From an optimization exercise on the open Yosys and OpenROAD flow, aimed at small area; shortcuts taken in it are not production practice.
Where RTL was checked, it was by simulation tests only, not by an equivalence proof against the original.
Function not checked in runs 1 to 3: the RTL went through the layout flow alone.

==> flow/design.v (outline; a module is shown in full before it is edited, if it fits) <==
// module delay_decode: 136 lines
// module dist_square_sum: 417 lines
// module isqrt_steps_0_6: 130 lines
// module isqrt_steps_6_8: 84 lines
// module delay_calc_top: 78 lines
module delay_calc_top (
    input  logic                                 clk,
    input  logic                                 reset,
    input  logic                                 start,
    input  logic signed [delay_pkg::coord_w-1:0] x_elem,
    input  logic signed [delay_pkg::coord_w-1:0] z_elem,
    input  logic signed [delay_pkg::coord_w-1:0] x_focus,
    input  logic signed [delay_pkg::coord_w-1:0] z_focus,
    input  logic        [delay_pkg::elem_w-1:0]  elem,
    output logic        [delay_pkg::delay_w-1:0] delay_out,
    output logic        [delay_pkg::elem_w-1:0]  elem_out,
    output logic                                 done
);
  // ...
==> flow/flow/run.sh <==
#!/bin/bash
# Layout flow: the standard flow (standard.sh) with these changes to how the layout is
# made:
#  - after the standard synthesis, polarity.py re-balances the inverters around the
#    adder, xor and other complementable cells (registers and ports untouched);
#  - the port buffers are sky130_fd_sc_hd__buf_1 cells;
#  - clock tree synthesis adds no dummy loads and uses clkbuf_8 cells;
#  - the buffers ABC inserted are removed at floorplan (repair adds back what timing needs).
# Each tool's output goes to a log file in this folder (ORFS's own logs stay under orfs/logs).
set -euo pipefail
W=$PWD
{
  echo "include $W/config.mk"
  echo "export BUFFER_PORTS_ARGS = -buffer_cell sky130_fd_sc_hd__buf_1"
  echo "export CTS_ARGS = -sink_clustering_enable -repair_clock_nets -dont_use_dummy_load -buf_list sky130_fd_sc_hd__clkbuf_8"
  echo "export REMOVE_ABC_BUFFERS = 1"
} > "$W/own_config.mk"
sed "s#DESIGN_CONFIG=[^ ]*#DESIGN_CONFIG=$W/own_config.mk#" standard.sh > "$W/own_standard.sh"
bash "$W/own_standard.sh" synth > "$W/own_synth.log" 2>&1
R=$(ls -d "$W"/orfs/results/*/delay_calc_top/base)
openroad -python -exit "$W/flow/polarity.py" "$R/1_synth.odb" "$R/1_synth.odb" > "$W/own_polarity.log" 2>&1
bash "$W/own_standard.sh" > "$W/own_flow.log" 2>&1
==> flow/standard.sh <==
#!/bin/bash
# synth_recipe.tcl (not shown) runs the flow's synth.tcl, then flattens the netlist and writes it again
# the make line also repeats each setting of config.mk as NAME=value (left out here)
make -C /OpenROAD-flow-scripts/flow DESIGN_CONFIG=/design/flow/config.mk WORK_HOME=/design/flow/orfs CLKGATE_MAP_FILE= SYNTH_SCRIPT=/design/flow/synth_recipe.tcl "${@:-finish}"
==> flow/config.mk <==
export PLATFORM = sky130hd
export DESIGN_NAME = delay_calc_top
export DESIGN_NICKNAME = delay_calc_top
export VERILOG_FILES = /design/flow/design.v
export SDC_FILE = /design/flow/constraint.sdc
export NUM_CORES = 4
export LEC_CHECK = 0
export CAP_MARGIN = 20
export CORE_MARGIN = 2
export CORE_UTILIZATION = 40
export GPL_TIMING_DRIVEN = 0
export SLEW_MARGIN = 20
==> flow/constraint.sdc <==
create_clock -name core_clock -period 7.5 [get_ports {clk}]
set_input_delay 1.5000 -clock core_clock [delete_from_list [all_inputs] [get_ports {clk}]]
set_output_delay 1.5000 -clock core_clock [all_outputs]
set_load 0.01 [all_outputs]
Not shown: flow/flow/polarity.py
==> metrics.cfg, run 1 <==
[final_layout]
mostFrequentLayoutCell = fa_1
post_route_cells_drive_above_1_share = 0.04117
layout.non_clock_buffers = 90
stdcell_area_um2 = 7812
register_with_the_most_flip_flops = p2_t
num_antenna_cells = 0
multi_input_combinational_cell_area_um2 = 5154
multi_input_gates = 509
post_synthesis_to_final_layout_area_growth_pct = 9.027

[setup_path]
cp.arrival_ns = 7.36
rr_endpoint = p2_sat$_DFF_P_
worstSetupPathDepth = 20
list_of_cells_traversed_by_the_critical_path = inv_1 -> nor2_1 -> fa_1 -> fa_1 -> fa_1 -> fa_1 -> fa_1 -> fa_1 -> fa_1 -> fa_1 -> fa_1 -> fa_1 -> fa_1 -> nor2b_1 -> o22ai_1 -> a22oi_1 -> o22ai_1 -> a21oi_1 -> or4_1 -> a21o_1
r2r_start = p1_dx[5]$_DFF_P_

[placement]
numPlacedInstances = 969
io_buf_count = 89
post-place-ws_ns = 0.2934

[timing]
setup-tns-final_ns = 0
slew-limit-headroom = 0.5503
grt_setup_unrepaired = false
fin_hold_ws_ns = 0.3191

[grt]
busiest_layer = met2
met1_track_usage_gr = 0.1882

[die]
die_width_um = 137.8

[status]
status = timing/DRC/antenna clean

[detailed_routing]
drt-total-wl_um = 13480
topmost_layer_with_routed_signal_wires = met4
detail_route.iter0.violations = 105

==> module dist_square_sum, before the edit <==
module dist_square_sum (
    input  logic [10:0] dx,
    input  logic [10:0] dz,
    output logic [21:0] sum_sq
);
    logic n0, n1, n2, n3, n4, n5, n6, n7, n8, n9, n10, n11;
    logic n12, n13, n14, n15, n16, n17, n18, n19, n20, n21, n22, n23;
    logic n24, n25, n26, n27, n28, n29, n30, n31, n32, n33, n34, n35;
    logic n36, n37, n38, n39, n40, n41, n42, n43, n44, n45, n46, n47;
    logic n48, n49, n50, n51, n52, n53, n54, n55, n56, n57, n58, n59;
    logic n60, n61, n62, n63, n64, n65, n66, n67, n68, n69, n70, n71;
    logic n72, n73, n74, n75, n76, n77, n78, n79, n80, n81, n82, n83;
    logic n84, n85, n86, n87, n88, n89, n90, n91, n92, n93, n94, n95;
    logic n96, n97, n98, n99, n100, n101, n102, n103, n104, n105, n106, n107;
    logic n108, n109, n110, n111, n112, n113, n114, n115, n116, n117, n118, n119;
    logic n120, n121, n122, n123, n124, n125, n126, n127, n128, n129, n130, n131;
    logic n132, n133, n134, n135, n136, n137, n138, n139, n140, n141, n142, n143;
    logic n144, n145, n146, n147, n148, n149, n150, n151, n152, n153, n154, n155;
    logic n156, n157, n158, n159, n160, n161, n162, n163, n164, n165, n166, n167;
    logic n168, n169, n170, n171, n172, n173, n174, n175, n176, n177, n178, n179;
    logic n180, n181, n182, n183, n184, n185, n186, n187, n188, n189, n190, n191;
    logic n192, n193, n194, n195, n196, n197, n198, n199, n200, n201, n202, n203;
    logic n204, n205, n206, n207, n208, n209, n210, n211, n212, n213, n214, n215;
    logic n216, n217, n218, n219, n220, n221, n222, n223, n224, n225, n226, n227;
    logic n228, n229, n230, n231, n232, n233, n234, n235, n236, n237, n238, n239;
    logic n240, n241, n242, n243, n244, n245, n246, n247, n248, n249, n250, n251;
    logic n252, n253, n254, n255, n256, n257, n258, n259, n260, n261, n262, n263;
    logic n264, n265, n266, n267, n268, n269, n270, n271, n272, n273, n274, n275;
    logic n276, n277, n278, n279, n280, n281, n282, n283, n284, n285, n286, n287;
    logic n288, n289, n290, n291, n292, n293, n294, n295, n296, n297, n298, n299;
    logic n300, n301, n302, n303, n304, n305, n306, n307, n308, n309, n310, n311;
    logic n312, n313, n314, n315, n316, n317, n318, n319, n320, n321, n322, n323;
    logic n324, n325, n326, n327, n328, n329, n330, n331, n332, n333, n334, n335;
    logic n336, n337, n338, n339, n340, n341, n342, n343, n344, n345, n346, n347;
    logic n348, n349, n350, n351, n352, n353, n354, n355, n356, n357, n358, n359;
    logic n360, n361, n362, n363, n364, n365, n366, n367, n368, n369, n370, n371;
    logic n372, n373, n374, n375, n376, n377;
    assign n0 = dx[0] & dx[1];
    assign n1 = dx[0] & dx[2];
    assign n2 = dx[0] & dx[3];
    assign n3 = dx[0] & dx[4];
    assign n4 = dx[0] & dx[5];
    assign n5 = dx[0] & dx[6];
    assign n6 = dx[0] & dx[7];
    assign n7 = dx[0] & dx[8];
    assign n8 = dx[0] & dx[9];
    assign n9 = dx[1] & dx[2];
    assign n10 = dx[1] & dx[3];
    assign n11 = dx[1] & dx[4];
    assign n12 = dx[1] & dx[5];
    assign n13 = dx[1] & dx[6];
    assign n14 = dx[1] & dx[7];
    assign n15 = dx[1] & dx[8];
    assign n16 = dx[1] & dx[9];
    assign n17 = dx[2] & dx[3];
    assign n18 = dx[2] & dx[4];
    assign n19 = dx[2] & dx[5];
    assign n20 = dx[2] & dx[6];
    assign n21 = dx[2] & dx[7];
    assign n22 = dx[2] & dx[8];
    assign n23 = dx[2] & dx[9];
    assign n24 = dx[3] & dx[4];
    assign n25 = dx[3] & dx[5];
    assign n26 = dx[3] & dx[6];
    assign n27 = dx[3] & dx[7];
    assign n28 = dx[3] & dx[8];
    assign n29 = dx[3] & dx[9];
    assign n30 = dx[4] & dx[5];
    assign n31 = dx[4] & dx[6];
    assign n32 = dx[4] & dx[7];
    assign n33 = dx[4] & dx[8];
    assign n34 = dx[4] & dx[9];
    assign n35 = dx[5] & dx[6];
    assign n36 = dx[5] & dx[7];
    assign n37 = dx[5] & dx[8];
    assign n38 = dx[5] & dx[9];
    assign n39 = dx[6] & dx[7];
    assign n40 = dx[6] & dx[8];
    assign n41 = dx[6] & dx[9];
    assign n42 = dx[7] & dx[8];
    assign n43 = dx[7] & dx[9];
    assign n44 = dx[8] & dx[9];
    assign n45 = ~(dx[10] & dx[0]);
    assign n46 = ~(dx[10] & dx[1]);
    assign n47 = ~(dx[10] & dx[2]);
    assign n48 = ~(dx[10] & dx[3]);
    assign n49 = ~(dx[10] & dx[4]);
    assign n50 = ~(dx[10] & dx[5]);
    assign n51 = ~(dx[10] & dx[6]);
    assign n52 = ~(dx[10] & dx[7]);
    assign n53 = ~(dx[10] & dx[8]);
    assign n54 = ~(dx[10] & dx[9]);
    assign n55 = dz[0] & dz[1];
    assign n56 = dz[0] & dz[2];
    assign n57 = dz[0] & dz[3];
    assign n58 = dz[0] & dz[4];
    assign n59 = dz[0] & dz[5];
    assign n60 = dz[0] & dz[6];
    assign n61 = dz[0] & dz[7];
    assign n62 = dz[0] & dz[8];
    assign n63 = dz[0] & dz[9];
    assign n64 = dz[1] & dz[2];
    assign n65 = dz[1] & dz[3];
    assign n66 = dz[1] & dz[4];
    assign n67 = dz[1] & dz[5];
    assign n68 = dz[1] & dz[6];
    assign n69 = dz[1] & dz[7];
    assign n70 = dz[1] & dz[8];
    assign n71 = dz[1] & dz[9];
    assign n72 = dz[2] & dz[3];
    assign n73 = dz[2] & dz[4];
    assign n74 = dz[2] & dz[5];
    assign n75 = dz[2] & dz[6];
    assign n76 = dz[2] & dz[7];
    assign n77 = dz[2] & dz[8];
    assign n78 = dz[2] & dz[9];
    assign n79 = dz[3] & dz[4];
    assign n80 = dz[3] & dz[5];
    assign n81 = dz[3] & dz[6];
    assign n82 = dz[3] & dz[7];
    assign n83 = dz[3] & dz[8];
    assign n84 = dz[3] & dz[9];
    assign n85 = dz[4] & dz[5];
    assign n86 = dz[4] & dz[6];
    assign n87 = dz[4] & dz[7];
    assign n88 = dz[4] & dz[8];
    assign n89 = dz[4] & dz[9];
    assign n90 = dz[5] & dz[6];
    assign n91 = dz[5] & dz[7];
    assign n92 = dz[5] & dz[8];
    assign n93 = dz[5] & dz[9];
    assign n94 = dz[6] & dz[7];
    assign n95 = dz[6] & dz[8];
    assign n96 = dz[6] & dz[9];
    assign n97 = dz[7] & dz[8];
    assign n98 = dz[7] & dz[9];
    assign n99 = dz[8] & dz[9];
    assign n100 = ~(dz[10] & dz[0]);
    assign n101 = ~(dz[10] & dz[1]);
    assign n102 = ~(dz[10] & dz[2]);
    assign n103 = ~(dz[10] & dz[3]);
    assign n104 = ~(dz[10] & dz[4]);
    assign n105 = ~(dz[10] & dz[5]);
    assign n106 = ~(dz[10] & dz[6]);
    assign n107 = ~(dz[10] & dz[7]);
    assign n108 = ~(dz[10] & dz[8]);
    assign n109 = ~(dz[10] & dz[9]);
    assign n110 = n6 ^ n13;
    assign n111 = n6 & n13;
    assign n112 = n8 ^ n15 ^ n21;
    assign n113 = (n8 & n15) | (n8 & n21) | (n15 & n21);
    assign n114 = n26 ^ n30;
    assign n115 = n26 & n30;
    assign n116 = n16 ^ n22 ^ n27;
    assign n117 = (n16 & n22) | (n16 & n27) | (n22 & n27);
    assign n118 = n31 ^ n45;
    assign n119 = n31 & n45;
    assign n120 = n23 ^ n28 ^ n32;
    assign n121 = (n23 & n28) | (n23 & n32) | (n28 & n32);
    assign n122 = n35 ^ dx[6] ^ n46;
    assign n123 = (n35 & dx[6]) | (n35 & n46) | (dx[6] & n46);
    assign n124 = n78 ^ n83 ^ n87;
    assign n125 = (n78 & n83) | (n78 & n87) | (n83 & n87);
    assign n126 = n29 ^ n33 ^ n36;
    assign n127 = (n29 & n33) | (n29 & n36) | (n33 & n36);
    assign n128 = n34 ^ n37 ^ n39;
    assign n129 = (n34 & n37) | (n34 & n39) | (n37 & n39);
    assign n130 = n4 ^ n11 ^ n17;
    assign n131 = (n4 & n11) | (n4 & n17) | (n11 & n17);
    assign n132 = n5 ^ n12;
    assign n133 = n5 & n12;
    assign n134 = n19 ^ n24 ^ dx[4];
    assign n135 = (n19 & n24) | (n19 & dx[4]) | (n24 & dx[4]);
    assign n136 = n61 ^ n68 ^ n74;
    assign n137 = (n61 & n68) | (n61 & n74) | (n68 & n74);
    assign n138 = n7 ^ n14 ^ n20;
    assign n139 = (n7 & n14) | (n7 & n20) | (n14 & n20);
    assign n140 = n25 ^ n62 ^ n69;
    assign n141 = (n25 & n62) | (n25 & n69) | (n62 & n69);
    assign n142 = n75 ^ n80;
    assign n143 = n75 & n80;
    assign n144 = dx[5] ^ n63 ^ n70;
    assign n145 = (dx[5] & n63) | (dx[5] & n70) | (n63 & n70);
    assign n146 = n76 ^ n81 ^ n85;
    assign n147 = (n76 & n81) | (n76 & n85) | (n81 & n85);
    assign n148 = dz[5] ^ n112 ^ n114;
    assign n149 = (dz[5] & n112) | (dz[5] & n114) | (n112 & n114);
    assign n150 = n71 ^ n77 ^ n82;
    assign n151 = (n71 & n77) | (n71 & n82) | (n77 & n82);
    assign n152 = n86 ^ n100 ^ n113;
    assign n153 = (n86 & n100) | (n86 & n113) | (n100 & n113);
    assign n154 = n115 ^ n116 ^ n118;
    assign n155 = (n115 & n116) | (n115 & n118) | (n116 & n118);
    assign n156 = n90 ^ dz[6] ^ n101;
    assign n157 = (n90 & dz[6]) | (n90 & n101) | (dz[6] & n101);
    assign n158 = ~(n117 ^ n119);
    assign n159 = n117 | n119;
    assign n160 = n120 ^ n122 ^ n124;
    assign n161 = (n120 & n122) | (n120 & n124) | (n122 & n124);
    assign n162 = n47 ^ n84 ^ n88;
    assign n163 = (n47 & n84) | (n47 & n88) | (n84 & n88);
    assign n164 = n91 ^ n102 ^ n121;
    assign n165 = (n91 & n102) | (n91 & n121) | (n102 & n121);
    assign n166 = n123 ^ n125 ^ n126;
    assign n167 = (n123 & n125) | (n123 & n126) | (n125 & n126);
    assign n168 = dx[7] ^ n48 ^ n89;
    assign n169 = (dx[7] & n48) | (dx[7] & n89) | (n48 & n89);
    assign n170 = n92 ^ n94 ^ dz[7];
    assign n171 = (n92 & n94) | (n92 & dz[7]) | (n94 & dz[7]);
    assign n172 = n103 ^ n127 ^ n128;
    assign n173 = (n103 & n127) | (n103 & n128) | (n127 & n128);
    assign n174 = n38 ^ n40 ^ n49;
    assign n175 = (n38 & n40) | (n38 & n49) | (n40 & n49);
    assign n176 = n93 ^ n95 ^ n104;
    assign n177 = (n93 & n95) | (n93 & n104) | (n95 & n104);
    assign n178 = n41 ^ n42 ^ dx[8];
    assign n179 = (n41 & n42) | (n41 & dx[8]) | (n42 & dx[8]);
    assign n180 = n50 ^ n96 ^ n97;
    assign n181 = (n50 & n96) | (n50 & n97) | (n96 & n97);
    assign n182 = n2 ^ n9 ^ dx[2];
    assign n183 = (n2 & n9) | (n2 & dx[2]) | (n9 & dx[2]);
    assign n184 = n3 ^ n10;
    assign n185 = n3 & n10;
    assign n186 = dx[3] ^ n59 ^ n66;
    assign n187 = (dx[3] & n59) | (dx[3] & n66) | (n59 & n66);
    assign n188 = n72 ^ dz[3];
    assign n189 = n72 & dz[3];
    assign n190 = n18 ^ n60 ^ n67;
    assign n191 = (n18 & n60) | (n18 & n67) | (n60 & n67);
    assign n192 = n73 ^ n131 ^ n132;
    assign n193 = (n73 & n131) | (n73 & n132) | (n131 & n132);
    assign n194 = n79 ^ dz[4] ^ n110;
    assign n195 = (n79 & dz[4]) | (n79 & n110) | (dz[4] & n110);
    assign n196 = n133 ^ n134 ^ n136;
    assign n197 = (n133 & n134) | (n133 & n136) | (n134 & n136);
    assign n198 = n111 ^ n135 ^ n137;
    assign n199 = (n111 & n135) | (n111 & n137) | (n135 & n137);
    assign n200 = n138 ^ n140 ^ n142;
    assign n201 = (n138 & n140) | (n138 & n142) | (n140 & n142);
    assign n202 = n139 ^ n141 ^ n143;
    assign n203 = (n139 & n141) | (n139 & n143) | (n141 & n143);
    assign n204 = n144 ^ n146 ^ n148;
    assign n205 = (n144 & n146) | (n144 & n148) | (n146 & n148);
    assign n206 = n145 ^ n147 ^ n149;
    assign n207 = (n145 & n147) | (n145 & n149) | (n147 & n149);
    assign n208 = n150 ^ n152 ^ n154;
    assign n209 = (n150 & n152) | (n150 & n154) | (n152 & n154);
    assign n210 = n151 ^ n153 ^ n155;
    assign n211 = (n151 & n153) | (n151 & n155) | (n153 & n155);
    assign n212 = n156 ^ n158 ^ n160;
    assign n213 = (n156 & n158) | (n156 & n160) | (n158 & n160);
    assign n214 = n157 ^ n159 ^ n161;
    assign n215 = (n157 & n159) | (n157 & n161) | (n159 & n161);
    assign n216 = n162 ^ n164 ^ n166;
    assign n217 = (n162 & n164) | (n162 & n166) | (n164 & n166);
    assign n218 = n163 ^ n165 ^ n167;
    assign n219 = (n163 & n165) | (n163 & n167) | (n165 & n167);
    assign n220 = n168 ^ n170 ^ n172;
    assign n221 = (n168 & n170) | (n168 & n172) | (n170 & n172);
    assign n222 = n129 ^ n169 ^ n171;
    assign n223 = (n129 & n169) | (n129 & n171) | (n169 & n171);
    assign n224 = n173 ^ n174 ^ n176;
    assign n225 = (n173 & n174) | (n173 & n176) | (n174 & n176);
    assign n226 = dz[8] ^ n105 ^ n175;
    assign n227 = (dz[8] & n105) | (dz[8] & n175) | (n105 & n175);
    assign n228 = n177 ^ n178 ^ n180;
    assign n229 = (n177 & n178) | (n177 & n180) | (n178 & n180);
    assign n230 = n43 ^ n51 ^ n98;
    assign n231 = (n43 & n51) | (n43 & n98) | (n51 & n98);
    assign n232 = n106 ^ n179 ^ n181;
    assign n233 = (n106 & n179) | (n106 & n181) | (n179 & n181);
    assign n234 = n44 ^ dx[9] ^ n52;
    assign n235 = (n44 & dx[9]) | (n44 & n52) | (dx[9] & n52);
    assign n236 = n99 ^ dz[9] ^ n107;
    assign n237 = (n99 & dz[9]) | (n99 & n107) | (dz[9] & n107);
    assign n238 = n0 ^ dx[1];
    assign n239 = n0 & dx[1];
    assign n240 = n57 ^ n64;
    assign n241 = n57 & n64;
    assign n242 = n58 ^ n65 ^ n183;
    assign n243 = (n58 & n65) | (n58 & n183) | (n65 & n183);
    assign n244 = n130 ^ n185 ^ n186;
    assign n245 = (n130 & n185) | (n130 & n186) | (n185 & n186);
    assign n246 = n187 ^ n189 ^ n190;
    assign n247 = (n187 & n189) | (n187 & n190) | (n189 & n190);
    assign n248 = n191 ^ n193 ^ n194;
    assign n249 = (n191 & n193) | (n191 & n194) | (n193 & n194);
    assign n250 = n195 ^ n197 ^ n198;
    assign n251 = (n195 & n197) | (n195 & n198) | (n197 & n198);
    assign n252 = n199 ^ n201 ^ n202;
    assign n253 = (n199 & n201) | (n199 & n202) | (n201 & n202);
    assign n254 = n203 ^ n205 ^ n206;
    assign n255 = (n203 & n205) | (n203 & n206) | (n205 & n206);
    assign n256 = n207 ^ n209 ^ n210;
    assign n257 = (n207 & n209) | (n207 & n210) | (n209 & n210);
    assign n258 = n211 ^ n213 ^ n214;
    assign n259 = (n211 & n213) | (n211 & n214) | (n213 & n214);
    assign n260 = n215 ^ n217 ^ n218;
    assign n261 = (n215 & n217) | (n215 & n218) | (n217 & n218);
    assign n262 = n219 ^ n221 ^ n222;
    assign n263 = (n219 & n221) | (n219 & n222) | (n221 & n222);
    assign n264 = n223 ^ n225 ^ n226;
    assign n265 = (n223 & n225) | (n223 & n226) | (n225 & n226);
    assign n266 = n227 ^ n229 ^ n230;
    assign n267 = (n227 & n229) | (n227 & n230) | (n229 & n230);
    assign n268 = n231 ^ n233 ^ n234;
    assign n269 = (n231 & n233) | (n231 & n234) | (n233 & n234);
    assign n270 = n53 ^ n108 ^ n235;
    assign n271 = (n53 & n108) | (n53 & n235) | (n108 & n235);
    assign n272 = dx[10] ^ n54 ^ dz[10];
    assign n273 = (dx[10] & n54) | (dx[10] & dz[10]) | (n54 & dz[10]);
    assign n274 = n55 ^ dz[1];
    assign n275 = n55 & dz[1];
    assign n276 = n1 ^ n56 ^ n239;
    assign n277 = (n1 & n56) | (n1 & n239) | (n56 & n239);
    assign n278 = dz[2] ^ n182 ^ n240;
    assign n279 = (dz[2] & n182) | (dz[2] & n240) | (n182 & n240);
    assign n280 = n184 ^ n241 ^ n242;
    assign n281 = (n184 & n241) | (n184 & n242) | (n241 & n242);
    assign n282 = n188 ^ n243 ^ n244;
    assign n283 = (n188 & n243) | (n188 & n244) | (n243 & n244);
    assign n284 = n192 ^ n245 ^ n246;
    assign n285 = (n192 & n245) | (n192 & n246) | (n245 & n246);
    assign n286 = n196 ^ n247 ^ n248;
    assign n287 = (n196 & n247) | (n196 & n248) | (n247 & n248);
    assign n288 = n200 ^ n249 ^ n250;
    assign n289 = (n200 & n249) | (n200 & n250) | (n249 & n250);
    assign n290 = n204 ^ n251 ^ n252;
    assign n291 = (n204 & n251) | (n204 & n252) | (n251 & n252);
    assign n292 = n208 ^ n253 ^ n254;
    assign n293 = (n208 & n253) | (n208 & n254) | (n253 & n254);
    assign n294 = n212 ^ n255 ^ n256;
    assign n295 = (n212 & n255) | (n212 & n256) | (n255 & n256);
    assign n296 = n216 ^ n257 ^ n258;
    assign n297 = (n216 & n257) | (n216 & n258) | (n257 & n258);
    assign n298 = n220 ^ n259 ^ n260;
    assign n299 = (n220 & n259) | (n220 & n260) | (n259 & n260);
    assign n300 = n224 ^ n261 ^ n262;
    assign n301 = (n224 & n261) | (n224 & n262) | (n261 & n262);
    assign n302 = n228 ^ n263 ^ n264;
    assign n303 = (n228 & n263) | (n228 & n264) | (n263 & n264);
    assign n304 = n232 ^ n265 ^ n266;
    assign n305 = (n232 & n265) | (n232 & n266) | (n265 & n266);
    assign n306 = n236 ^ n267 ^ n268;
    assign n307 = (n236 & n267) | (n236 & n268) | (n267 & n268);
    assign n308 = n237 ^ n269 ^ n270;
    assign n309 = (n237 & n269) | (n237 & n270) | (n269 & n270);
    assign n310 = n109 ^ n271 ^ n272;
    assign n311 = (n109 & n271) | (n109 & n272) | (n271 & n272);
    assign n312 = dx[0] ^ dz[0];
    assign n313 = dx[0] & dz[0];
    assign n314 = n238 ^ n274;
    assign n315 = n238 & n274;
    assign n316 = n275 ^ n276 ^ n315;
    assign n317 = (n275 & n276) | (n275 & n315) | (n276 & n315);
    assign n318 = n277 ^ n278 ^ n317;
    assign n319 = (n277 & n278) | (n277 & n317) | (n278 & n317);
    assign n320 = n279 ^ n280 ^ n319;
    assign n321 = (n279 & n280) | (n279 & n319) | (n280 & n319);
    assign n322 = n281 ^ n282 ^ n321;
    assign n323 = (n281 & n282) | (n281 & n321) | (n282 & n321);
    assign n324 = n283 ^ n284 ^ n323;
    assign n325 = (n283 & n284) | (n283 & n323) | (n284 & n323);
    assign n326 = n285 ^ n286 ^ n325;
    assign n327 = (n285 & n286) | (n285 & n325) | (n286 & n325);
    assign n328 = n287 ^ n288 ^ n327;
    assign n329 = (n287 & n288) | (n287 & n327) | (n288 & n327);
    assign n330 = n289 ^ n290 ^ n329;
    assign n331 = (n289 & n290) | (n289 & n329) | (n290 & n329);
    assign n332 = n291 ^ n292 ^ n331;
    assign n333 = (n291 & n292) | (n291 & n331) | (n292 & n331);
    assign n334 = n293 ^ n294 ^ n333;
    assign n335 = (n293 & n294) | (n293 & n333) | (n294 & n333);
    assign n336 = n295 ^ n296 ^ n335;
    assign n337 = (n295 & n296) | (n295 & n335) | (n296 & n335);
    assign n338 = n297 ^ n298;
    assign n339 = n297 & n298;
    assign n340 = n299 ^ n300 ^ n339;
    assign n341 = (n299 & n300) | (n299 & n339) | (n300 & n339);
    assign n342 = n301 ^ n302 ^ n341;
    assign n343 = (n301 & n302) | (n301 & n341) | (n302 & n341);
    assign n344 = n303 ^ n304 ^ n343;
    assign n345 = (n303 & n304) | (n303 & n343) | (n304 & n343);
    assign n346 = n305 ^ n306 ^ n345;
    assign n347 = (n305 & n306) | (n305 & n345) | (n306 & n345);
    assign n348 = n307 ^ n308 ^ n347;
    assign n349 = (n307 & n308) | (n307 & n347) | (n308 & n347);
    assign n350 = n309 ^ n310 ^ n349;
    assign n351 = (n309 & n310) | (n309 & n349) | (n310 & n349);
    assign n352 = n273 ^ n311 ^ n351;
    assign n353 = (n273 & n311) | (n273 & n351) | (n311 & n351);
    assign n354 = ~(n297 ^ n298);
    assign n355 = n297 | n298;
    assign n356 = n299 ^ n300 ^ n355;
    assign n357 = (n299 & n300) | (n299 & n355) | (n300 & n355);
    assign n358 = n301 ^ n302 ^ n357;
    assign n359 = (n301 & n302) | (n301 & n357) | (n302 & n357);
    assign n360 = n303 ^ n304 ^ n359;
    assign n361 = (n303 & n304) | (n303 & n359) | (n304 & n359);
    assign n362 = n305 ^ n306 ^ n361;
    assign n363 = (n305 & n306) | (n305 & n361) | (n306 & n361);
    assign n364 = n307 ^ n308 ^ n363;
    assign n365 = (n307 & n308) | (n307 & n363) | (n308 & n363);
    assign n366 = n309 ^ n310 ^ n365;
    assign n367 = (n309 & n310) | (n309 & n365) | (n310 & n365);
    assign n368 = n273 ^ n311 ^ n367;
    assign n369 = (n273 & n311) | (n273 & n367) | (n311 & n367);
    assign n370 = n337 ? n354 : n338;
    assign n371 = n337 ? n356 : n340;
    assign n372 = n337 ? n358 : n342;
    assign n373 = n337 ? n360 : n344;
    assign n374 = n337 ? n362 : n346;
    assign n375 = n337 ? n364 : n348;
    assign n376 = n337 ? n366 : n350;
    assign n377 = n337 ? n368 : n352;
    assign sum_sq = {n377, n376, n375, n374, n373, n372, n371, n370, n336, n334, n332, n330, n328, n326, n324, n322, n320, n318, n316, n314, n313, n312};
endmodule
==> inputs of run 2 (changes only) <==
--- a/flow/design.v
+++ b/flow/design.v
@@ -178,9 +178,7 @@
     logic n312, n313, n314, n315, n316, n317, n318, n319, n320, n321, n322, n323;
     logic n324, n325, n326, n327, n328, n329, n330, n331, n332, n333, n334, n335;
     logic n336, n337, n338, n339, n340, n341, n342, n343, n344, n345, n346, n347;
-    logic n348, n349, n350, n351, n352, n353, n354, n355, n356, n357, n358, n359;
-    logic n360, n361, n362, n363, n364, n365, n366, n367, n368, n369, n370, n371;
-    logic n372, n373, n374, n375, n376, n377;
+    logic n348, n349, n350, n351, n352, n353;
     assign n0 = dx[0] & dx[1];
     assign n1 = dx[0] & dx[2];
     assign n2 = dx[0] & dx[3];
@@ -519,8 +517,8 @@
     assign n335 = (n293 & n294) | (n293 & n333) | (n294 & n333);
     assign n336 = n295 ^ n296 ^ n335;
     assign n337 = (n295 & n296) | (n295 & n335) | (n296 & n335);
-    assign n338 = n297 ^ n298;
-    assign n339 = n297 & n298;
+    assign n338 = n297 ^ n298 ^ n337;
+    assign n339 = (n297 & n298) | (n297 & n337) | (n298 & n337);
     assign n340 = n299 ^ n300 ^ n339;
     assign n341 = (n299 & n300) | (n299 & n339) | (n300 & n339);
     assign n342 = n301 ^ n302 ^ n341;
@@ -535,31 +533,7 @@
     assign n351 = (n309 & n310) | (n309 & n349) | (n310 & n349);
     assign n352 = n273 ^ n311 ^ n351;
     assign n353 = (n273 & n311) | (n273 & n351) | (n311 & n351);
-    assign n354 = ~(n297 ^ n298);
-    assign n355 = n297 | n298;
-    assign n356 = n299 ^ n300 ^ n355;
-    assign n357 = (n299 & n300) | (n299 & n355) | (n300 & n355);
-    assign n358 = n301 ^ n302 ^ n357;
-    assign n359 = (n301 & n302) | (n301 & n357) | (n302 & n357);
-    assign n360 = n303 ^ n304 ^ n359;
-    assign n361 = (n303 & n304) | (n303 & n359) | (n304 & n359);
-    assign n362 = n305 ^ n306 ^ n361;
-    assign n363 = (n305 & n306) | (n305 & n361) | (n306 & n361);
-    assign n364 = n307 ^ n308 ^ n363;
-    assign n365 = (n307 & n308) | (n307 & n363) | (n308 & n363);
-    assign n366 = n309 ^ n310 ^ n365;
-    assign n367 = (n309 & n310) | (n309 & n365) | (n310 & n365);
-    assign n368 = n273 ^ n311 ^ n367;
-    assign n369 = (n273 & n311) | (n273 & n367) | (n311 & n367);
-    assign n370 = n337 ? n354 : n338;
-    assign n371 = n337 ? n356 : n340;
-    assign n372 = n337 ? n358 : n342;
-    assign n373 = n337 ? n360 : n344;
-    assign n374 = n337 ? n362 : n346;
-    assign n375 = n337 ? n364 : n348;
-    assign n376 = n337 ? n366 : n350;
-    assign n377 = n337 ? n368 : n352;
-    assign sum_sq = {n377, n376, n375, n374, n373, n372, n371, n370, n336, n334, n332, n330, n328, n326, n324, n322, n320, n318, n316, n314, n313, n312};
+    assign sum_sq = {n352, n350, n348, n346, n344, n342, n340, n338, n336, n334, n332, n330, n328, n326, n324, n322, n320, n318, n316, n314, n313, n312};
 endmodule
 `default_nettype wire
 `default_nettype none
==> run 2 against run 1 <==
  * The layout now fails its checks (negative setup slack)
  * Sequential share of layout area is essentially flat
  * Die area shrank 1.0%
  * Synthesized cell count shrank 3.4%
  * Non-clock buffer count grew 6
  * Register-to-register slack lost 1.0 ns
  * Final cell count shrank 1.9%
  * Worst hold slack gained 0.012 ns
  * Critical path type unchanged
==> metrics.cfg, run 2 <==
[status]
status = complete, but fails checks
check.faults = negative setup slack

[timing]
slew-limit-headroom = 0.6064  ; +0.05612
finalWorstPathRequiredPeriod_ns = 8.108
pins_over_their_slew_limit = 0
timing_hold_violations_final = 0
tcrit_tclk_final = 1.081
tightest_slew_ns = 0.5895
finalSetupViolations = 1
fin_worst_skew_ns = 0.02551
timing.final.ws_setup_ns = -0.6077
grt_setup_unrepaired = true
fmaxAchievable_ghz = 0.1233

[setup_path]
rr_endpoint = p2_sat$_DFF_P_
list_of_cells_traversed_by_the_critical_path = buf_4 -> and2_1 -> fa_1 -> fa_1 -> fa_1 -> fa_2 -> fa_2 -> fa_2 -> fa_2 -> fa_2 -> fa_2 -> fa_2 -> fa_2 -> fa_2 -> fa_2 -> fa_2 -> fa_2 -> fa_2 -> fa_2 -> fa_2 -> xor2_2 -> a21oi_1 -> nand4bb_4
worstSetupEndpointType = flip-flop
cp.arrival_ns = 8.33  ; +0.97 ns
slowest_stage = fa_1
ws_path_type = reg2reg
cpMostUsedCell = fa_2
cp-start-kind = flip-flop
crit_buf_inv = 1
worst-path-max-fanout = 11
critical_path_required_ns = 7.73
depth_of_the_most_critical_reg_to_reg_path = 23
path_delay_family = adder cells
timing.reg2reg.setup_slack_ns = -0.61
r2r_start = p1_dx[3]$_DFF_P_
timing.critical_path.slowest_cell_delay_ns = 0.57

[grt]
first_global_vias = 5002
antenna_found_initial = 0
grt_use_total = 0.1622
grt_pass1_wl_um = 23550
maximum_number_of_pins_on_one_net_before_global_route_repair = 30
grt_overflow_total = 0

[min_path]
worstHoldEndpoint = p2_tag[2]$_DFF_P_
worstHoldStart = p1_tag[2]$_DFF_P_
path_class_of_the_lowest_slack_min_delay_path = reg2reg
hold_path_depth = 0

[clock_network]
cts_root_buf = clkbuf_8
clock_tree.buffer_depth = 2
cts.htree.levels = 3
num_cts_buffers = 9
clock-sinks = 83
worst_setup_hold_path_clk_slew_ns = 0.07
clock_insertion_delay_worst_skew_ns = 0.37
clock_tree_from_tritoncts = built

[die]
initial_utilization = 0.4100
die_h_um = 137.2
io_pins = 90
die-area_um2 = 18810
row_count = 48
die_width_um = 137.2  ; -0.50%
core_um2 = 17300

[final_layout]
top_regs = p2_t (16), p1_dx (11), p1_dz (11)
num_antenna_cells = 0  ; unchanged
post_route_cells_drive_above_1_share = 0.09673  ; +0.05556
largest_reg_flops = 16
post_layout_nonfiller_instances = 959
finish.net_count = 954
post_synthesis_to_final_layout_area_growth_pct = 11.34
register_with_the_most_flip_flops = p2_t
final_cell_mix = fa_1, buf_1, dfxtp_1
mostFrequentLayoutCell = fa_1

[placement]
io_buf_count = 89  ; unchanged
gp_routability_congestion = 0.8146
place_hpwl_um = 10840
numPlacedInstances = 944  ; -2.6%
post-place-ws_ns = -1.917  ; -2.211 ns

[detailed_routing]
detail_route.iter0.violations = 156  ; +49%
detail_route.vias_per_cell = 4.766
first_pass_iters = 4
remaining_drc_errors = 0
antenna_violating_nets_remaining = 0
routed_wire_length_per_instance_um = 14.32
dr_total_vias = 4571
drt-total-wl_um = 13730  ; +1.9%

[yosys]
synth_area_per_cell_um2 = 10.75
synthesis.yosys.warnings = 1
syn-instance-count = 660
post_synth_instance_area_um2 = 7092

[run]
cap_viol_max_count = 0

-- run 2: through the flow --
step                utilization  instance area [um^2]  setup TNS (ns)  hold slack, ns
CTS                      0.4548                  7866         -0.6771          0.3342
detailed placement       0.4402                  7614          -3.737          0.3179
global route             0.4565                  7896         -0.9368          0.3385
global placement         0.4384                  7584          -3.590          0.3108
finish                   0.4565                  7896         -0.6077          0.3309
floorplan                     -                  6968          -1.412          0.3096
-- run 2: worst max path at each step --
stage	from	to	slack, ns	depth (start not counted)
floorplan	p1_dx[3]$_DFF_P_	p2_sat$_DFF_P_	-1.06	25
global placement	p1_dx[3]$_DFF_P_	p2_sat$_DFF_P_	-1.88	25
detailed placement	p1_dx[3]$_DFF_P_	p2_sat$_DFF_P_	-1.92	25
CTS	p1_dx[2]$_DFF_P_	p2_sat$_DFF_P_	-0.68	24
global route	p1_dx[2]$_DFF_P_	p2_sat$_DFF_P_	-0.83	24
finish	p1_dx[3]$_DFF_P_	p2_sat$_DFF_P_	-0.61	23
-- run 2: metal layers --
metal  GRT usage  part of all wire  vias to the layer above
li1            -                 -                     2150
met1      0.1986              0.44                     2278
met2      0.2858              0.50                      122
met3     0.03370             0.040                       21
met4     0.05155             0.018                        0
met5           0                 0                        -
-- run 2: repair_timing --
| action | 4_1_cts | 5_1_grt |
|---|---|---|
| pin swaps | 4 | 2 |
| setup endpoints to repair | 4 | 2 |
| setup buffers | 6 | 0 |
| hold buffers | 0 | 0 |
| gates cloned | 0 | 0 |
| gates resized for setup | 30 | 9 |
-- run 2: area by class of cell --
class,count,area (um^2)
Clock buffer,9,123.9
Timing Repair Buffer,96,407.9
Tap cell,225,281.5
Multi-Input combinational cell,484,5165
Sequential cell,83,1685
Fill cell,1639,9400
Inverter,62,232.7
==> inputs of run 3 (changes only) <==
--- a/flow/design.v
+++ b/flow/design.v
@@ -178,7 +178,8 @@
     logic n312, n313, n314, n315, n316, n317, n318, n319, n320, n321, n322, n323;
     logic n324, n325, n326, n327, n328, n329, n330, n331, n332, n333, n334, n335;
     logic n336, n337, n338, n339, n340, n341, n342, n343, n344, n345, n346, n347;
-    logic n348, n349, n350, n351, n352, n353;
+    logic n348, n349, n350, n351, n352, n353, n354, n355, n356, n357, n358, n359;
+    logic n360, n361, n362, n363, n364, n365;
     assign n0 = dx[0] & dx[1];
     assign n1 = dx[0] & dx[2];
     assign n2 = dx[0] & dx[3];
@@ -525,15 +526,27 @@
     assign n343 = (n301 & n302) | (n301 & n341) | (n302 & n341);
     assign n344 = n303 ^ n304 ^ n343;
     assign n345 = (n303 & n304) | (n303 & n343) | (n304 & n343);
-    assign n346 = n305 ^ n306 ^ n345;
-    assign n347 = (n305 & n306) | (n305 & n345) | (n306 & n345);
+    assign n346 = n305 ^ n306;
+    assign n347 = n305 & n306;
     assign n348 = n307 ^ n308 ^ n347;
     assign n349 = (n307 & n308) | (n307 & n347) | (n308 & n347);
     assign n350 = n309 ^ n310 ^ n349;
     assign n351 = (n309 & n310) | (n309 & n349) | (n310 & n349);
     assign n352 = n273 ^ n311 ^ n351;
     assign n353 = (n273 & n311) | (n273 & n351) | (n311 & n351);
-    assign sum_sq = {n352, n350, n348, n346, n344, n342, n340, n338, n336, n334, n332, n330, n328, n326, n324, n322, n320, n318, n316, n314, n313, n312};
+    assign n354 = ~(n305 ^ n306);
+    assign n355 = n305 | n306;
+    assign n356 = n307 ^ n308 ^ n355;
+    assign n357 = (n307 & n308) | (n307 & n355) | (n308 & n355);
+    assign n358 = n309 ^ n310 ^ n357;
+    assign n359 = (n309 & n310) | (n309 & n357) | (n310 & n357);
+    assign n360 = n273 ^ n311 ^ n359;
+    assign n361 = (n273 & n311) | (n273 & n359) | (n311 & n359);
+    assign n362 = n345 ? n354 : n346;
+    assign n363 = n345 ? n356 : n348;
+    assign n364 = n345 ? n358 : n350;
+    assign n365 = n345 ? n360 : n352;
+    assign sum_sq = {n365, n364, n363, n362, n344, n342, n340, n338, n336, n334, n332, n330, n328, n326, n324, n322, n320, n318, n316, n314, n313, n312};
 endmodule
 `default_nettype wire
 `default_nettype none
==> run 3 against run 2 <==
  * The layout still fails its checks (negative setup slack)
  * Maximum frequency up 8.0%
==> metrics.cfg, run 3 <==
[die]
core_um2 = 17300  ; unchanged
die-area_um2 = 18770  ; -0.19%
initial_utilization = 0.4092  ; -0.0007958
io_pins = 90  ; unchanged
row_count = 48  ; unchanged
die_width_um = 137.0  ; about the same
die_h_um = 137.0  ; about the same

[status]
check.faults = negative setup slack
status = complete, but fails checks

[grt]
grt_use_total = 0.1621  ; about the same
grt_pass1_wl_um = 23750  ; +0.85%
first_global_vias = 5197  ; +3.9%
antenna_found_initial = 0  ; unchanged
maximum_number_of_pins_on_one_net_before_global_route_repair = 30  ; unchanged
grt_overflow_total = 0  ; unchanged

[yosys]
synthesis.yosys.warnings = 1  ; unchanged
syn-instance-count = 669  ; +1.4%
synth_area_per_cell_um2 = 10.58  ; -1.5%
post_synth_instance_area_um2 = 7078  ; -0.19%

[clock_network]
clock-sinks = 83  ; unchanged
holdBufCountCts = 0  ; unchanged
clock_insertion_delay_worst_skew_ns = 0.37  ; about the same
num_cts_buffers = 9  ; unchanged
clock_tree_from_tritoncts = built
worst_setup_hold_path_clk_slew_ns = 0.08  ; about the same
clock_tree.buffer_depth = 2  ; unchanged
cts_root_buf = clkbuf_8
cts.htree.levels = 3  ; unchanged

[timing]
finalSetupViolations = 1  ; unchanged
setup-tns-final_ns = -0.01034  ; +0.5974 ns
fin_worst_skew_ns = 0.02910  ; +0.003585 ns
tightest_slew_ns = 0.5700  ; -0.01950 ns
finalWorstPathRequiredPeriod_ns = 7.510  ; -0.5974 ns
tcrit_tclk_final = 1.001  ; -0.07965
timing_hold_violations_final = 0  ; unchanged
slew-limit-headroom = 0.6195  ; +0.01302
pins_over_their_slew_limit = 0  ; unchanged
fmaxAchievable_ghz = 0.1332  ; +8.0%
grt_setup_unrepaired = true
timing.final.ws_setup_ns = -0.01034  ; +0.5974 ns

[final_layout]
final_cell_mix = fa_1, buf_1, dfxtp_1
fillCellCount = 1654  ; +0.92%
post_route_cells_drive_above_1_share = 0.09505  ; -0.001683
mostFrequentLayoutCell = fa_1
finish.net_count = 964  ; +1.0%
largest_reg_flops = 16  ; unchanged
post_layout_nonfiller_instances = 972  ; +1.4%
num_antenna_cells = 0  ; unchanged
post_synthesis_to_final_layout_area_growth_pct = 11.54
stdcell_area_um2 = 7895  ; about the same
regArea_um2 = 1693  ; +0.45%
register_with_the_most_flip_flops = p2_t
top_regs = p2_t (16), p1_dx (11), p1_dz (11)
multi_input_combinational_cell_area_um2 = 5126  ; -0.75%

[placement]
instance_area_after_placement_um2 = 7591  ; -0.30%
io_buf_count = 89  ; unchanged
gp_routability_congestion = 0.8194  ; +0.59%
place_hpwl_um = 10720  ; -1.1%
numPlacedInstances = 953  ; +0.95%

[detailed_routing]
first_pass_iters = 4  ; unchanged
detail_route.vias_per_cell = 4.761  ; -0.11%
antenna_violating_nets_remaining = 0  ; unchanged
remaining_drc_errors = 0  ; unchanged
drt-total-wl_um = 13540  ; -1.4%
detail_route.iter0.violations = 199  ; +28%
routed_wire_length_per_instance_um = 13.93  ; -2.7%
dr_total_vias = 4628  ; +1.2%

[setup_path]
cp.arrival_ns = 7.75  ; -0.58 ns
cp-start-kind = flip-flop
worstSetupEndpointType = flip-flop
timing.critical_path.slowest_cell_delay_ns = 0.58  ; about the same
ws_path_type = reg2reg
cpMostUsedCell = fa_2
critical_path_required_ns = 7.74  ; about the same
worst-path-max-fanout = 3  ; -8
list_of_cells_traversed_by_the_critical_path = buf_4 -> and2_4 -> fa_1 -> fa_1 -> fa_1 -> fa_2 -> fa_2 -> fa_2 -> fa_2 -> fa_2 -> fa_2 -> fa_2 -> fa_2 -> fa_2 -> fa_2 -> fa_2 -> fa_2 -> or2_4 -> a31oi_4 -> xor2_1 -> a22oi_1 -> o22ai_1 -> nand2b_1
slowest_stage = fa_1

[min_path]
path_class_of_the_lowest_slack_min_delay_path = reg2reg

[run]
cap_viol_max_count = 0  ; unchanged

==> run 3: area by class of cell <==
class | instances | share of cell area
multi-input combinational | 491 | 0.6493
sequential | 83 | 0.2144
timing repair buffer | 100 | 0.05452
tap | 225 | 0.03566
inverter | 64 | 0.03043
clock buffer | 9 | 0.01569
==> run 3: path summary, 6_finish.rpt <==
kind	to	cells past startpoint	slack, ns	start
setup / recovery	p2_sat$_DFF_P_	23	-0.01	p1_dx[3]$_DFF_P_
hold / removal	p2_tag[3]$_DFF_P_	0	0.33	p1_tag[3]$_DFF_P_
setup reg to reg	p2_sat$_DFF_P_	23	-0.01	p1_dx[3]$_DFF_P_
hold reg to reg	p2_tag[3]$_DFF_P_	0	0.33	p1_tag[3]$_DFF_P_
==> run 3: stage by stage <==
stage / util / worst slack [ns] / hold slack (ns)
floorplan: - / -0.3991 / 0.3096
global placement: 0.4376 / -1.062 / 0.3108
detailed placement: 0.4389 / -1.151 / 0.3121
CTS: 0.4554 / -0.03456 / 0.3352
global route: 0.4565 / -0.2370 / 0.3492
finish: 0.4565 / -0.01034 / 0.3311
==> run 3: what timing repair did <==
item	CTS	global route
setup endpoints to repair	4	3
buffers inserted	10	0
hold endpoints to repair	0	0
gates resized for setup	37	4
pin swaps	12	1
==> run 3: worst max-delay path: cells and delay by family, from the launching register on <==
family / cells / cell delay, ns
and+or+nand+nor: 3 / 0.55
adders and majority gates: 15 / 5.79
buffers and inverters: 1 / 0.13
DFF: 1 / 0.35
AOI/OAI and AO/OA: 3 / 0.40
xor gates and xnor gates: 1 / 0.18
==> run 3: per-layer routing <==
| layer | GRT usage | wire length [um] | vias to the layer above |
|---|---|---|---|
| met3 | 0.03037 | 681 | 18 |
| met1 | 0.1979 | 5846 | 2283 |
| met4 | 0.05498 | 236 | 0 |
| li1 | - | - | 2192 |
| met2 | 0.2869 | 6774 | 135 |
| met5 | 0 | 0 | - |
==> inputs of run 4 (changes only) <==
--- a/flow/design.v
+++ b/flow/design.v
@@ -179,7 +179,7 @@
     logic n324, n325, n326, n327, n328, n329, n330, n331, n332, n333, n334, n335;
     logic n336, n337, n338, n339, n340, n341, n342, n343, n344, n345, n346, n347;
     logic n348, n349, n350, n351, n352, n353, n354, n355, n356, n357, n358, n359;
-    logic n360, n361, n362, n363, n364, n365;
+    logic n360, n361, n362, n363, n364, n365, n366, n367, n368, n369, n370, n371;
     assign n0 = dx[0] & dx[1];
     assign n1 = dx[0] & dx[2];
     assign n2 = dx[0] & dx[3];
@@ -522,31 +522,37 @@
     assign n339 = (n297 & n298) | (n297 & n337) | (n298 & n337);
     assign n340 = n299 ^ n300 ^ n339;
     assign n341 = (n299 & n300) | (n299 & n339) | (n300 & n339);
-    assign n342 = n301 ^ n302 ^ n341;
-    assign n343 = (n301 & n302) | (n301 & n341) | (n302 & n341);
+    assign n342 = n301 ^ n302;
+    assign n343 = n301 & n302;
     assign n344 = n303 ^ n304 ^ n343;
     assign n345 = (n303 & n304) | (n303 & n343) | (n304 & n343);
-    assign n346 = n305 ^ n306;
-    assign n347 = n305 & n306;
+    assign n346 = n305 ^ n306 ^ n345;
+    assign n347 = (n305 & n306) | (n305 & n345) | (n306 & n345);
     assign n348 = n307 ^ n308 ^ n347;
     assign n349 = (n307 & n308) | (n307 & n347) | (n308 & n347);
     assign n350 = n309 ^ n310 ^ n349;
     assign n351 = (n309 & n310) | (n309 & n349) | (n310 & n349);
     assign n352 = n273 ^ n311 ^ n351;
     assign n353 = (n273 & n311) | (n273 & n351) | (n311 & n351);
-    assign n354 = ~(n305 ^ n306);
-    assign n355 = n305 | n306;
-    assign n356 = n307 ^ n308 ^ n355;
-    assign n357 = (n307 & n308) | (n307 & n355) | (n308 & n355);
-    assign n358 = n309 ^ n310 ^ n357;
-    assign n359 = (n309 & n310) | (n309 & n357) | (n310 & n357);
-    assign n360 = n273 ^ n311 ^ n359;
-    assign n361 = (n273 & n311) | (n273 & n359) | (n311 & n359);
-    assign n362 = n345 ? n354 : n346;
-    assign n363 = n345 ? n356 : n348;
-    assign n364 = n345 ? n358 : n350;
-    assign n365 = n345 ? n360 : n352;
-    assign sum_sq = {n365, n364, n363, n362, n344, n342, n340, n338, n336, n334, n332, n330, n328, n326, n324, n322, n320, n318, n316, n314, n313, n312};
+    assign n354 = ~(n301 ^ n302);
+    assign n355 = n301 | n302;
+    assign n356 = n303 ^ n304 ^ n355;
+    assign n357 = (n303 & n304) | (n303 & n355) | (n304 & n355);
+    assign n358 = n305 ^ n306 ^ n357;
+    assign n359 = (n305 & n306) | (n305 & n357) | (n306 & n357);
+    assign n360 = n307 ^ n308 ^ n359;
+    assign n361 = (n307 & n308) | (n307 & n359) | (n308 & n359);
+    assign n362 = n309 ^ n310 ^ n361;
+    assign n363 = (n309 & n310) | (n309 & n361) | (n310 & n361);
+    assign n364 = n273 ^ n311 ^ n363;
+    assign n365 = (n273 & n311) | (n273 & n363) | (n311 & n363);
+    assign n366 = n341 ? n354 : n342;
+    assign n367 = n341 ? n356 : n344;
+    assign n368 = n341 ? n358 : n346;
+    assign n369 = n341 ? n360 : n348;
+    assign n370 = n341 ? n362 : n350;
+    assign n371 = n341 ? n364 : n352;
+    assign sum_sq = {n371, n370, n369, n368, n367, n366, n340, n338, n336, n334, n332, n330, n328, n326, n324, n322, n320, n318, n316, n314, n313, n312};
 endmodule
 `default_nettype wire
 `default_nettype none
==> run 4 against run 3 <==
  * The run now finishes clean
  * Register-to-register slack gained 0.30 ns
  * Final area shrank 1.8%
  * Wire length shrank 5.6%
  * Clock-buffer cell count is the same
  * Via count shrank 2.8%
  * Utilization shrank 0.68 points
  * Synthesized cell count grew 1.5%
  * Largest cell class unchanged
  * Highest routed layer unchanged
==> metrics.cfg, run 4 <==
[timing]
slew-limit-headroom = 0.5866  ; -0.03286
grt_setup_unrepaired = false
finalWorstPathRequiredPeriod_ns = 7.215  ; -0.2950 ns
fmaxAchievable_ghz = 0.1386  ; +4.1%
tcrit_tclk_final = 0.9620  ; -0.03934
timing.final.ws_setup_ns = 0.2847  ; +0.2950 ns
pins_over_their_slew_limit = 0  ; unchanged
timing_hold_violations_final = 0  ; unchanged
fin_worst_skew_ns = 0.02645  ; -0.002654 ns
finalSetupViolations = 0  ; -1
tightest_slew_ns = 0.6193  ; +0.04922 ns

[final_layout]
regArea_um2 = 1677  ; -0.96%
num_antenna_cells = 0  ; unchanged
stdcell_area_um2 = 7750  ; -1.8%
fillCellCount = 1656  ; +0.12%
finish.net_count = 966  ; +0.21%
post_route_cells_drive_above_1_share = 0.06258  ; -0.03246
final_cell_mix = fa_1, nand2_1, buf_1
multi_input_combinational_cell_area_um2 = 5039  ; -1.7%
post_synthesis_to_final_layout_area_growth_pct = 9.901
register_with_the_most_flip_flops = p2_t
mostFrequentLayoutCell = fa_1
utilization = 0.4496  ; -0.006830
top_regs = p2_t (16), p1_dx (11), p1_dz (11)
post_layout_nonfiller_instances = 976  ; +0.41%
largest_reg_flops = 16  ; unchanged

[grt]
grt_pass1_wl_um = 22580  ; -4.9%
maximum_number_of_pins_on_one_net_before_global_route_repair = 30  ; unchanged
busiest_layer = met2
met1_track_usage_gr = 0.2051  ; +0.007240
grtUsageMet3 = 0.03185  ; +0.001481
grt_overflow_total = 0  ; unchanged
grt_use_total = 0.1538  ; -0.008295
groute.layer.met2.usage = 0.2611  ; -0.02579
first_global_vias = 4725  ; -9.1%
antenna_found_initial = 0  ; unchanged

[placement]
place_hpwl_um = 10410  ; -2.9%
io_buf_count = 89  ; unchanged
instance_area_after_placement_um2 = 7565  ; -0.35%
post-place-ws_ns = -0.2654  ; +0.8854 ns
numPlacedInstances = 964  ; +1.2%
gp_routability_congestion = 0.8106  ; -1.1%

[clock_network]
holdBufCountCts = 0  ; unchanged
clock_tree_from_tritoncts = built
num_cts_buffers = 9  ; unchanged
clock_insertion_delay_worst_skew_ns = 0.37  ; about the same
cts.htree.levels = 3  ; unchanged
worst_setup_hold_path_clk_slew_ns = 0.07  ; about the same
clock_tree.buffer_depth = 2  ; unchanged
clock-sinks = 83  ; unchanged
cts_root_buf = clkbuf_8

[setup_path]
critical_path_required_ns = 7.74  ; about the same
cpMostUsedCell = fa_1
timing.reg2reg.setup_slack_ns = 0.28  ; +0.30 ns
list_of_cells_traversed_by_the_critical_path = inv_1 -> or2_1 -> fa_1 -> fa_1 -> fa_1 -> inv_1 -> fa_1 -> inv_1 -> fa_1 -> fa_1 -> fa_2 -> fa_1 -> fa_1 -> fa_1 -> fa_2 -> fa_2 -> fa_2 -> inv_1 -> nand2_1 -> a31oi_4 -> a21oi_1 -> a2bb2oi_1 -> or4_1 -> a21o_1
worstSetupEndpointType = flip-flop
worst-path-max-fanout = 3  ; unchanged
r2r_start = p1_dx[5]$_DFF_P_
ws_path_type = reg2reg
depth_of_the_most_critical_reg_to_reg_path = 24  ; +4.3%
rr_endpoint = p2_sat$_DFF_P_
timing.critical_path.slowest_cell_delay_ns = 0.57  ; about the same
cp.arrival_ns = 7.46  ; -0.29 ns
cp-start-kind = flip-flop
slowest_stage = fa_1

[die]
die_h_um = 136.8  ; -0.18%
io_pins = 90  ; unchanged
die_width_um = 136.8  ; -0.18%
die-area_um2 = 18710  ; -0.36%
initial_utilization = 0.4091  ; about the same
row_count = 48  ; unchanged
core_um2 = 17240  ; -0.35%

[detailed_routing]
first_pass_iters = 4  ; unchanged
antenna_violating_nets_remaining = 0  ; unchanged
routed_wire_length_per_instance_um = 13.10  ; -6.0%
detail_route.iter0.violations = 188  ; -5.5%
remaining_drc_errors = 0  ; unchanged
drt-total-wl_um = 12780  ; -5.6%
detail_route.vias_per_cell = 4.610  ; -3.2%
dr_total_vias = 4499  ; -2.8%

[min_path]
path_class_of_the_lowest_slack_min_delay_path = reg2reg
worstHoldEndpoint = p2_tag[1]$_DFF_P_
hold_path_depth = 0  ; unchanged
worstHoldStart = p1_tag[1]$_DFF_P_

[yosys]
synth_area_per_cell_um2 = 10.39  ; -1.8%
post_synth_instance_area_um2 = 7052  ; -0.37%
synthesis.yosys.warnings = 1  ; unchanged
syn-instance-count = 679  ; +1.5%

[status]
status = timing/DRC/antenna clean

[run]
cap_viol_max_count = 0  ; unchanged

-- run 4: cell count changes in the layout (fill, tap and decap cells not counted), sizes merged, moves of 2 or more --
cell   before  now
and2       44   14
buf       100   93
fa        138  136
inv        64   67
nand2      70   98
nor2       53   49
o21a        3    1
o21ai       6    8
or2         9   16
or2b        3    0
xnor2      30   37
-- run 4: what timing repair did --
item	CTS	global route
setup endpoints to repair	1	1
resized for setup	4	11
endpoints found under the hold margin	0	0
pin swaps	0	0
setup buffers	1	2
-- run 4: layout make-up --
| type | count | share of cell area |
|---|---|---|
| inverter | 67 | 0.03245 |
| sequential | 83 | 0.2163 |
| clock buffer | 9 | 0.01598 |
| tap | 225 | 0.03633 |
| timing repair buffer | 93 | 0.04876 |
| multi-input combinational | 499 | 0.6501 |
-- run 4: per-stage QoR --
stage / setup TNS [ns] / hold WS, ns
floorplan: 0 / 0.3096
global placement: -0.2267 / 0.3105
detailed placement: -0.2654 / 0.3121
CTS: 0 / 0.3325
global route: 0 / 0.3351
finish: 0 / 0.3289
-- run 4: worst max path at each step --
stage                     cells past startpoint  slack [ns]             end              from
final                                        24        0.28  p2_sat$_DFF_P_  p1_dx[5]$_DFF_P_
after global routing                         24        0.02  p2_sat$_DFF_P_  p1_dx[5]$_DFF_P_
after CTS                                    24       0.003  p2_sat$_DFF_P_  p1_dx[0]$_DFF_P_
after detailed placement                     24       -0.27  p2_sat$_DFF_P_  p1_dx[5]$_DFF_P_
after global placement                       24       -0.23  p2_sat$_DFF_P_  p1_dx[5]$_DFF_P_
after floorplan                              24        0.28  p2_sat$_DFF_P_  p1_dx[5]$_DFF_P_
-- run 4: routing by layer --
| metal | vias up | wire length (um) |
|---|---|---|
| li1 | 2211 | - |
| met1 | 2172 | 6007 |
| met2 | 109 | 6097 |
| met3 | 7 | 579 |
| met4 | 0 | 99 |
| met5 | - | 0 |
-- run 4: critical path: cells and delay by family, from the launching register on --
| family | cells | cell delay, ns |
|---|---|---|
| compound gates | 4 | 0.60 |
| fa+ha+maj | 13 | 5.03 |
| buf+inv | 4 | 0.29 |
| flops | 1 | 0.34 |
| simple gates | 3 | 0.83 |

[separate check: timing with driven ports]
How much do the figures lean on ideal ports? The routed layouts below were timed once more, with nothing changed but the port constraints.
Step 1, drivers: a clkbuf_16 drives clk and a buf_2 each remaining input, both assumed.
Step 2 adds t to the input delays and takes it off the output delays; t is the mean of the earliest and latest rising clock arrival at the registers after step 1. Input paths then give back, and output paths get back, about the clock's delay inside the block.
Slacks: ideal / step 1 / step 2; pairs: ideal / step 1.
| run | t, ns | setup WS [ns] | hold slack, ns | worst setup path after step 2 |
|---|---|---|---|---|
| run 1 | 0.399 | 0.394 / 0.394 / 0.394 | 0.319 / 0.319 / 0.319 | register to register |
| run 2 | 0.393 | -0.608 / -0.608 / -0.608 | 0.331 / 0.331 / 0.331 | register to register |
| run 3 | 0.392 | -0.010 / -0.010 / -0.010 | 0.331 / 0.331 / 0.331 | register to register |
| run 4 | 0.394 | 0.285 / 0.285 / 0.285 | 0.329 / 0.329 / 0.329 | register to register |
